What follows belongs to an exercise in optimizing a design on an open flow for small area, a short achievable clock period and few clock cycles per item; a production flow would make more cautious choices. The RTL was checked by simulation tests, not by an equivalence proof against the original design.

// matvec_top
module matvec_top (
  input  logic                 CLOCK_50,
  input  logic                 KEY,
  input  logic [9:0]           SW,
  output logic [9:0]           LEDR,
  output logic [6:0]           HEX0,
  output logic [6:0]           HEX1,
  output logic [6:0]           HEX2,
  output logic [6:0]           HEX3,
  output logic [6:0]           HEX4,
  output logic [6:0]           HEX5,
  output logic                 mem_rd,
  output logic [31:0]          mem_addr,
  input  logic                 mem_rsp_valid,
  input  logic [63:0]          mem_rsp_data
);
  localparam int S1_W = 85;
  logic [3:0]  cnt;
  logic        vld_q;
  logic [3:0]  tag_q;
  logic [S1_W-1:0] s1_q;
  logic [63:0] b_q;
  logic [7:0][18:0] y_q;
  logic        done;
  assign mem_rd   = KEY && ((cnt == 4'd0) || (mem_rsp_valid && cnt != 4'd9));
  assign mem_addr = {28'd0, cnt};
  always_ff @(posedge CLOCK_50 or negedge KEY) begin
    if (!KEY) begin
      cnt   <= 4'd0;
      vld_q <= 1'b0;
      tag_q <= 4'd0;
      done  <= 1'b0;
    end else begin
      if (mem_rd) cnt <= cnt + 4'd1;
      vld_q <= mem_rsp_valid;
      tag_q <= cnt;
      if (vld_q && tag_q == 4'd9) done <= 1'b1;
    end
  end
  always_ff @(posedge CLOCK_50) begin
    if (cnt == 4'd1) b_q <= mem_rsp_data;
  end
  logic [S1_W-1:0] s1;
  logic [18:0]     dot;
  dot_s1 dot_s1_inst (.a(mem_rsp_data), .b(b_q), .s(s1));
  always_ff @(posedge CLOCK_50) begin
    s1_q <= s1;
  end
  dot_s2 dot_s2_inst (.s(s1_q), .y(dot));
  for (genvar r = 0; r < 8; r++) begin : g_y
    always_ff @(posedge CLOCK_50) begin
  ...
Size in the first run: ~310 flip-flops, about 160 I/O pins.
clock: 10.0 ns
lec_check: 0
cap_margin: 20
core_margin: 2
core_utilization: 40
setup_slack_margin: 5.0
slew_margin: 20
run.sh (not shown) runs the stock make flow with config.mk's settings and CLKGATE_MAP_FILE= SYNTH_SCRIPT=/design/flow/synth_recipe.tcl, a recipe that flattens the netlist after the stock synthesis.
Testbench counts at the start, summed over its fixed seeds: cycles 6,535, items 256.
Next try:
- ABC_CLOCK_PERIOD_IN_PS: unset -> 3000
- SETUP_SLACK_MARGIN: 5.0 -> 3.5
After rerunning: Setup slack degrades by 0.23 ns. Core utilization goes down by 3.0 points. Critical path depth goes up by 2. Wire length goes down by 5.3%.
Next try:
- ABC_CLOCK_PERIOD_IN_PS: 3000 -> unset
- SETUP_SLACK_MARGIN: 3.5 -> 4.5
=> Global-route usage increases by 0.70 points. Clock skew decreases by 0.0094 ns. Core utilization increases by 2.7 points. Worst setup slack gains 0.23 ns. Area after synthesis stays the same. Register-to-register slack gains 0.47 ns.
Next try:
- CTS_BUF_LIST: unset -> sky130_fd_sc_hd__clkbuf_4
- SETUP_SLACK_MARGIN: 4.5 -> 3.5
Result:
- wire length falls by a few percent
- via count falls slightly
- hold slack gains 0.0073 ns
- maximum frequency falls by a few percent
- design area falls by a few percent
- final cell count is about the same

---

Another version of the RTL of matvec_top (not shown whole).
For scale: about 1700 cells after synthesis, roughly 160 I/O pins, about 23000 sq um of cells after synthesis.
Settings: LEC_CHECK=0, CAP_MARGIN=20, CORE_MARGIN=2, CORE_UTILIZATION=40, CTS_BUF_LIST=sky130_fd_sc_hd__clkbuf_8, CTS_CLUSTER_DIAMETER=80, CTS_CLUSTER_SIZE=18, SETUP_SLACK_MARGIN=4.0, SLEW_MARGIN=20; clock period 10.0 ns.
standard.sh (not shown) runs the stock make flow with config.mk's settings and CLKGATE_MAP_FILE= SYNTH_SCRIPT=/design/flow/synth_recipe.tcl, a recipe that flattens the netlist after the stock synthesis.
==> flow/flow/run.sh <==
#!/bin/bash
# Layout flow: the standard flow, with two steps added after synthesis.
# 1. Yosys's full-adder extraction leaves an inverter between many pairs of
#    full adders; fixpol.py picks each adder's polarity (a full adder is
#    self-dual) so that most of them go.
# 2. The display logic (fan-in of the HEX ports back to the flip-flops) is
#    mapped again by ABC on its own, with ORFS's own ABC speed script.
# A combinational equivalence check (flip-flops cut) against synthesis's own
# netlist must pass, or the netlist is left as synthesis wrote it. Flip-flops
# are not touched. Port buffers are plain buffers instead of the delay cells
# the placer picks by default, and the clock tree has no dummy loads.
# Each tool's output goes to a log of its own in this folder.
set -euo pipefail
W=$(pwd)
R=$W/orfs/results/$FLOW_PLATFORM/matvec_top/base
LIB=$FLOW_HOME/platforms/$FLOW_PLATFORM/lib/sky130_fd_sc_hd__tt_025C_1v80.lib
export BUFFER_PORTS_ARGS="-buffer_cell sky130_fd_sc_hd__buf_1"
# the clock tree without dummy loads
export CTS_ARGS="-sink_clustering_enable -repair_clock_nets -sink_clustering_size 18 -sink_clustering_max_diameter 80 -buf_list sky130_fd_sc_hd__clkbuf_8 -dont_use_dummy_load"

bash standard.sh synth > synth.log 2>&1

cp "$R/1_2_yosys.v" "$W/synth_netlist.v"
cp "$W/synth_netlist.v" "$W/new_netlist.v"
python3 flow/fixpol.py "$W/synth_netlist.v" "$W/fixpol_netlist.v" > fixpol.log 2>&1 && cp "$W/fixpol_netlist.v" "$W/new_netlist.v"

# the display logic (the fan-in of the HEX ports back to the flip-flops) mapped again by ABC
python3 flow/cone.py "$W/new_netlist.v" HEX > resyn_cells.txt 2> resyn.log || true
if [[ -s resyn_cells.txt ]]; then
  SEL=$(sed 's/^/c:/' resyn_cells.txt | tr '\n' ' ')
  # the platform's don't-use cells (all lpflow and probe cells) stay out
  DU=$(grep -o 'cell *( *"*sky130_fd_sc_hd__\(lpflow\|probe\)[a-z0-9_]*' "$LIB" | sed 's/.*sky130/sky130/' | sort -u | sed 's/^/-dont_use /' | tr '\n' ' ')
  cat > resyn.ys <<EOS
read_liberty -ignore_miss_func $LIB
read_verilog $W/new_netlist.v
hierarchy -top $FLOW_TOP
cd $FLOW_TOP
setattr -set keep_hierarchy 1 t:*
setattr -unset keep_hierarchy $SEL
cd ..
flatten
delete t:\$scopeinfo
opt_clean -purge
abc -script $FLOW_HOME/scripts/abc_speed.script -liberty $LIB $DU -D 800
opt_clean -purge
write_verilog -noattr -selected $W/resyn_all.v
EOS
  if yosys -q -l resyn_yosys.log resyn.ys > /dev/null 2>&1; then
    python3 -c "import re,sys; s=open(sys.argv[1]).read(); m=re.search(r'module '+sys.argv[3]+r'\(.*?endmodule\n', s, re.S); open(sys.argv[2],'w').write(m.group(0))" "$W/resyn_all.v" "$W/resyn_netlist.v" "$FLOW_TOP" >> resyn.log 2>&1 \
      && ! grep -q "lpflow\|probe" "$W/resyn_netlist.v" && cp "$W/resyn_netlist.v" "$W/new_netlist.v"
  fi
fi

# combinational equivalence with the flip-flops cut, against synthesis's own netlist
mkdir -p "$W/cec"
python3 flow/cutflops.py "$W/synth_netlist.v" "$W/cec/a.v" >> cec.log 2>&1
python3 flow/cutflops.py "$W/new_netlist.v" "$W/cec/b.v" >> cec.log 2>&1
for x in a b; do
  yosys -q -p "read_liberty -ignore_miss_func $LIB; read_verilog $W/cec/$x.v; hierarchy -top $FLOW_TOP; flatten; techmap; opt_clean; setundef -zero; write_blif $W/cec/$x.blif" > "cec_yosys_$x.log" 2>&1
done
yosys-abc -c "cec $W/cec/a.blif $W/cec/b.blif" >> cec.log 2>&1 || true
if grep -q "Networks are equivalent" cec.log; then
  cp "$W/new_netlist.v" "$R/1_2_yosys.v"
  echo "new netlist used" >> cec.log
else
  echo "equivalence not shown: synthesis netlist kept" >> cec.log
fi

bash standard.sh do-1_synth > synth_odb.log 2>&1
bash standard.sh finish > layout.log 2>&1
Other scripts of this flow, unchanged in this note and not shown: flow/flow/cone.py, flow/flow/cutflops.py, flow/flow/fixpol.py
The baseline completed with no timing, DRC or antenna violations.
Testbench counts at the start, summed over its fixed seeds: cycles 6,535, items 256.
Next try:
--- a/flow/flow/run.sh
+++ b/flow/flow/run.sh
@@ -15,5 +15,5 @@
 R=$W/orfs/results/$FLOW_PLATFORM/matvec_top/base
 LIB=$FLOW_HOME/platforms/$FLOW_PLATFORM/lib/sky130_fd_sc_hd__tt_025C_1v80.lib
-export BUFFER_PORTS_ARGS="-buffer_cell sky130_fd_sc_hd__buf_1"
+export BUFFER_PORTS_ARGS="-buffer_cell sky130_fd_sc_hd__buf_2"
 # the clock tree without dummy loads
 export CTS_ARGS="-sink_clustering_enable -repair_clock_nets -sink_clustering_size 18 -sink_clustering_max_diameter 80 -buf_list sky130_fd_sc_hd__clkbuf_8 -dont_use_dummy_load"
Settings changed: SETUP_SLACK_MARGIN 4.0 to 4.25.
Result:
- The new run went through all stages and came out clean
- final cell count increases by 1.7%
- area after synthesis is unchanged
- sequential share of layout area decreases by 1.5 points
- utilization increases by 2.2 points
- setup slack is better by 0.19 ns
Next try:
Settings changed: CORE_UTILIZATION 40 to 65, PLACE_DENSITY set to 0.75, SETUP_SLACK_MARGIN 4.25 to 4.0.
The new run finished clean.
Global-route usage is higher by 12 points.
Final cell count is lower by 13%.
Maximum frequency is lower by 3.6%.
Sequential share of layout area is higher by 1.7 points.
Non-clock buffer count is lower by 37.
Cell area is lower by 5.6%.
Worst setup slack gets worse by 0.22 ns.
Sequential cell count stays the same.
Wire length is lower by 8.3%.
First-iteration DRC count is higher by 21%.
Next try:
Settings changed: CORE_UTILIZATION 65 to 40, PLACE_DENSITY 0.75 to not set.
=> Cell count rises by 12%; non-clock buffer count falls by 12; area after synthesis does not change; sequential share of layout area came out lower by 0.35 points; wire length climbs by 4.6%; core utilization shrinks by 27 points; die area grows by 61%; worst hold slack degrades by 0.026 ns; clock skew is about the same.

---

11-15:
matvec_top again, from the RTL that the note above started with.
// matvec_top
module matvec_top (
  input  logic                 CLOCK_50,
  input  logic                 KEY,
  input  logic [9:0]           SW,
  output logic [9:0]           LEDR,
  output logic [6:0]           HEX0,
  output logic [6:0]           HEX1,
  output logic [6:0]           HEX2,
  output logic [6:0]           HEX3,
  output logic [6:0]           HEX4,
  output logic [6:0]           HEX5,
  output logic                 mem_rd,
  output logic [31:0]          mem_addr,
  input  logic                 mem_rsp_valid,
  input  logic [63:0]          mem_rsp_data
);
  localparam int S1_W = 40;
  logic [3:0]  cnt;
  logic        vld_q;
  logic [3:0]  tag_q;
  logic [S1_W-1:0] s1_q;
  logic [63:0] b_q;
  logic [7:0][18:0] y_q;
  logic        done;
  assign mem_rd   = KEY && ((cnt == 4'd0) || (mem_rsp_valid && cnt != 4'd9));
  assign mem_addr = {28'd0, cnt};
  always_ff @(posedge CLOCK_50 or negedge KEY) begin
    if (!KEY) begin
      cnt   <= 4'd0;
      vld_q <= 1'b0;
      tag_q <= 4'd0;
      done  <= 1'b0;
    end else begin
      if (mem_rd) cnt <= cnt + 4'd1;
      vld_q <= mem_rsp_valid;
      tag_q <= cnt;
      if (vld_q && tag_q == 4'd9) done <= 1'b1;
    end
  end
  always_ff @(posedge CLOCK_50) begin
    if (cnt == 4'd1) b_q <= mem_rsp_data;
  end
  logic [S1_W-1:0] s1;
  logic [18:0]     dot;
  dot_s1 dot_s1_inst (.a(mem_rsp_data), .b(b_q), .s(s1));
  always_ff @(posedge CLOCK_50) begin
    s1_q <= s1;
  end
  dot_s2 dot_s2_inst (.s(s1_q), .y(dot));
  for (genvar r = 0; r < 8; r++) begin : g_y
    always_ff @(posedge CLOCK_50) begin
      if (vld_q && tag_q == 4'(r + 2)) y_q[r] <= dot;
    end
  end
  assign LEDR = {7'd0, done, 1'b0, done};
  logic [7:0]  row_oh;
  logic [18:0] row_sel;
  logic [23:0] sel;
  logic        show;
  always_comb begin
    row_sel = '0;
    for (int r = 0; r < 8; r++) begin
      row_oh[r] = (SW[3:1] == 3'(r));
      row_sel   = row_sel | (y_q[r] & {19{row_oh[r]}});
    end
  end
  assign sel  = {5'd0, row_sel};
  assign show = done && SW[0];
  function automatic logic [6:0] seg(input logic [3:0] n);
    case (n)
      4'h0: seg = 7'b1000000;
      4'h1: seg = 7'b1111001;
  ...
export LEC_CHECK = 0
export CAP_MARGIN = 20
export CORE_MARGIN = 2
export CORE_UTILIZATION = 40
export CTS_BUF_LIST = sky130_fd_sc_hd__clkbuf_8
export CTS_CLUSTER_DIAMETER = 80
export CTS_CLUSTER_SIZE = 18
export SETUP_SLACK_MARGIN = 4.0
export SLEW_MARGIN = 20
create_clock -name core_clock -period 10.0 [get_ports {CLOCK_50}]
==> flow/flow/run.sh <==
#!/bin/bash
# Layout flow: the standard flow, with two steps added after synthesis.
# 1. Yosys's full-adder extraction leaves an inverter between many pairs of
#    full adders; fixpol.py picks each adder's polarity (a full adder is
#    self-dual) so that most of them go.
# 2. All logic but the flip-flops and the full and half adders is mapped
#    again by ABC, on its own.
# A combinational equivalence check (flip-flops cut) against synthesis's own
# netlist must pass, or the netlist is left as synthesis wrote it. Flip-flops
# are not touched. Port buffers are plain buffers instead of the delay cells
# the placer picks by default, and the clock tree has no dummy loads.
# Each tool's output goes to a log of its own in this folder.
set -euo pipefail
W=$(pwd)
R=$W/orfs/results/$FLOW_PLATFORM/matvec_top/base
LIB=$FLOW_HOME/platforms/$FLOW_PLATFORM/lib/sky130_fd_sc_hd__tt_025C_1v80.lib
export BUFFER_PORTS_ARGS="-buffer_cell sky130_fd_sc_hd__buf_2"
# the clock tree without dummy loads
export CTS_ARGS="-sink_clustering_enable -repair_clock_nets -sink_clustering_size 18 -sink_clustering_max_diameter 80 -buf_list sky130_fd_sc_hd__clkbuf_8 -dont_use_dummy_load"

bash standard.sh synth > synth.log 2>&1

cp "$R/1_2_yosys.v" "$W/synth_netlist.v"
cp "$W/synth_netlist.v" "$W/new_netlist.v"
python3 flow/fixpol.py "$W/synth_netlist.v" "$W/fixpol_netlist.v" > fixpol.log 2>&1 && cp "$W/fixpol_netlist.v" "$W/new_netlist.v"

# all logic but the full and half adders mapped again by ABC
python3 flow/cone.py "$W/new_netlist.v" HEX > resyn_cells.txt 2> resyn.log || true
if [[ -s resyn_cells.txt ]]; then
  SEL=$(sed 's/^/c:/' resyn_cells.txt | tr '\n' ' ')
  # the platform's don't-use cells (all lpflow and probe cells) stay out
  DU=$(grep -o 'cell *( *"*sky130_fd_sc_hd__\(lpflow\|probe\)[a-z0-9_]*' "$LIB" | sed 's/.*sky130/sky130/' | sort -u | sed 's/^/-dont_use /' | tr '\n' ' ')
  cat > resyn.ys <<EOS
read_liberty -ignore_miss_func $LIB
read_verilog $W/new_netlist.v
hierarchy -top $FLOW_TOP
cd $FLOW_TOP
setattr -set keep_hierarchy 1 t:*
setattr -unset keep_hierarchy t:* t:sky130_fd_sc_hd__fa_* %d t:sky130_fd_sc_hd__ha_* %d t:sky130_fd_sc_hd__*df* %d t:sky130_fd_sc_hd__conb* %d
cd ..
flatten
delete t:\$scopeinfo
opt_clean -purge
abc  -liberty $LIB $DU -D 800
opt_clean -purge
write_verilog -noattr -selected $W/resyn_all.v
EOS
  if yosys -q -l resyn_yosys.log resyn.ys > /dev/null 2>&1; then
    python3 -c "import re,sys; s=open(sys.argv[1]).read(); m=re.search(r'module '+sys.argv[3]+r'\(.*?endmodule\n', s, re.S); open(sys.argv[2],'w').write(m.group(0))" "$W/resyn_all.v" "$W/resyn_netlist.v" "$FLOW_TOP" >> resyn.log 2>&1 \
      && ! grep -q "lpflow\|probe" "$W/resyn_netlist.v" && cp "$W/resyn_netlist.v" "$W/new_netlist.v"
  fi
fi

# combinational equivalence with the flip-flops cut, against synthesis's own netlist
mkdir -p "$W/cec"
python3 flow/cutflops.py "$W/synth_netlist.v" "$W/cec/a.v" >> cec.log 2>&1
python3 flow/cutflops.py "$W/new_netlist.v" "$W/cec/b.v" >> cec.log 2>&1
for x in a b; do
  yosys -q -p "read_liberty -ignore_miss_func $LIB; read_verilog $W/cec/$x.v; hierarchy -top $FLOW_TOP; flatten; techmap; opt_clean; setundef -zero; write_blif $W/cec/$x.blif" > "cec_yosys_$x.log" 2>&1
done
yosys-abc -c "cec $W/cec/a.blif $W/cec/b.blif" >> cec.log 2>&1 || true
if grep -q "Networks are equivalent" cec.log; then
  cp "$W/new_netlist.v" "$R/1_2_yosys.v"
  echo "new netlist used" >> cec.log
else
  echo "equivalence not shown: synthesis netlist kept" >> cec.log
fi

bash standard.sh do-1_synth > synth_odb.log 2>&1
bash standard.sh finish > layout.log 2>&1
Other scripts of this flow, unchanged in this note and not shown: flow/flow/cone.py, flow/flow/cutflops.py, flow/flow/fixpol.py
No stage failed in 11-15, and the final checks on the layout all came back clean.
Testbench counts of 11-15, summed over its fixed seeds: cycles 6,535, items 256.
[inputs] 09-13 vs 11-15
--- a/flow/flow/run.sh
+++ b/flow/flow/run.sh
@@ -6,2 +6,2 @@
-# 2. All logic but the flip-flops and the full and half adders is mapped
-#    again by ABC, on its own.
+# 2. The display logic (fan-in of the HEX ports back to the flip-flops) is
+#    mapped again by ABC on its own, with ORFS's own ABC speed script.
@@ -27 +27 @@
-# all logic but the full and half adders mapped again by ABC
+# the display logic (the fan-in of the HEX ports back to the flip-flops) mapped again by ABC
@@ -44 +44 @@
-abc  -liberty $LIB $DU -D 800
+abc -script $FLOW_HOME/scripts/abc_speed.script -liberty $LIB $DU -D 800
Results
Going from 11-15 to 09-13, netlist area before placement grows by 0.88%.
[compare] base=11-15 new=09-13: sequential share of layout area saw an increase.
Number of filler cells placed in the layout on 09-13 is up relative to 11-15.
Changes observed in 09-13 relative to 11-15: signal arrival time at the worst endpoint down 130 ps; worst hold slack down 23 ps; register-to-register slack down 30 ps; full die area up about 0.9%.

[afterwards: timing with drivers on the ports]
In the flow no input, the clock included, has a driving cell. The finished layouts below were timed again as built, in two steps.
Step 1 (the two cells are an assumption about what drives the block):
set clk [get_ports {CLOCK_50}]
set_driving_cell -lib_cell sky130_fd_sc_hd__clkbuf_16 $clk
set_driving_cell -lib_cell sky130_fd_sc_hd__buf_2 [delete_from_list [all_inputs] $clk]
Step 2 moves the port delays by t, midway between the first and last clock arrival at a register: inputs arrive t later, outputs are due t later. That takes back most of the time a late clock gives input paths.
Slacks: no drivers / after step 1 / after step 2; pairs: no drivers / after step 1.
run	t, ns	setup slack, ns	hold WS [ns]	slew at the worst register clock pin (ns)	worst data-port slew with drivers (ns)
the first run of note 1	0.619	3.775 / 3.645 / 3.645	0.485 / 0.485 / 0.485	0.07 / 0.07	0.15
the second run of note 1	0.629	3.545 / 3.392 / 3.392	0.467 / 0.467 / 0.467	0.07 / 0.07	0.18
the third run of note 1	0.623	3.770 / 3.615 / 3.615	0.460 / 0.460 / 0.460	0.07 / 0.07	0.17
the fourth run of note 1	0.869	3.507 / 3.399 / 3.399	0.467 / 0.467 / 0.467	0.08 / 0.08	0.17
the first run of note 2	0.638	3.987 / 3.942 / 3.463	0.442 / 0.442 / 0.442	0.11 / 0.11	0.06
the second run of note 2	0.603	4.175 / 4.016 / 3.726	0.448 / 0.448 / 0.448	0.11 / 0.11	0.18
the third run of note 2	0.585	3.958 / 3.935 / 3.514	0.480 / 0.480 / 0.480	0.11 / 0.11	0.04
the fourth run of note 2	0.627	4.078 / 4.028 / 3.521	0.454 / 0.454 / 0.454	0.11 / 0.11	0.07
11-15	0.624	3.886 / 3.782 / 3.506	0.495 / 0.495 / 0.495	0.11 / 0.11	0.18
09-13	0.631	4.018 / 3.836 / 3.445	0.472 / 0.472 / 0.472	0.12 / 0.12	0.19
After both steps setup and hold are still met in every run listed. For 09-13, which loses most, drivers alone change the setup slack by -0.182 ns; drivers and shift together by -0.573 ns.
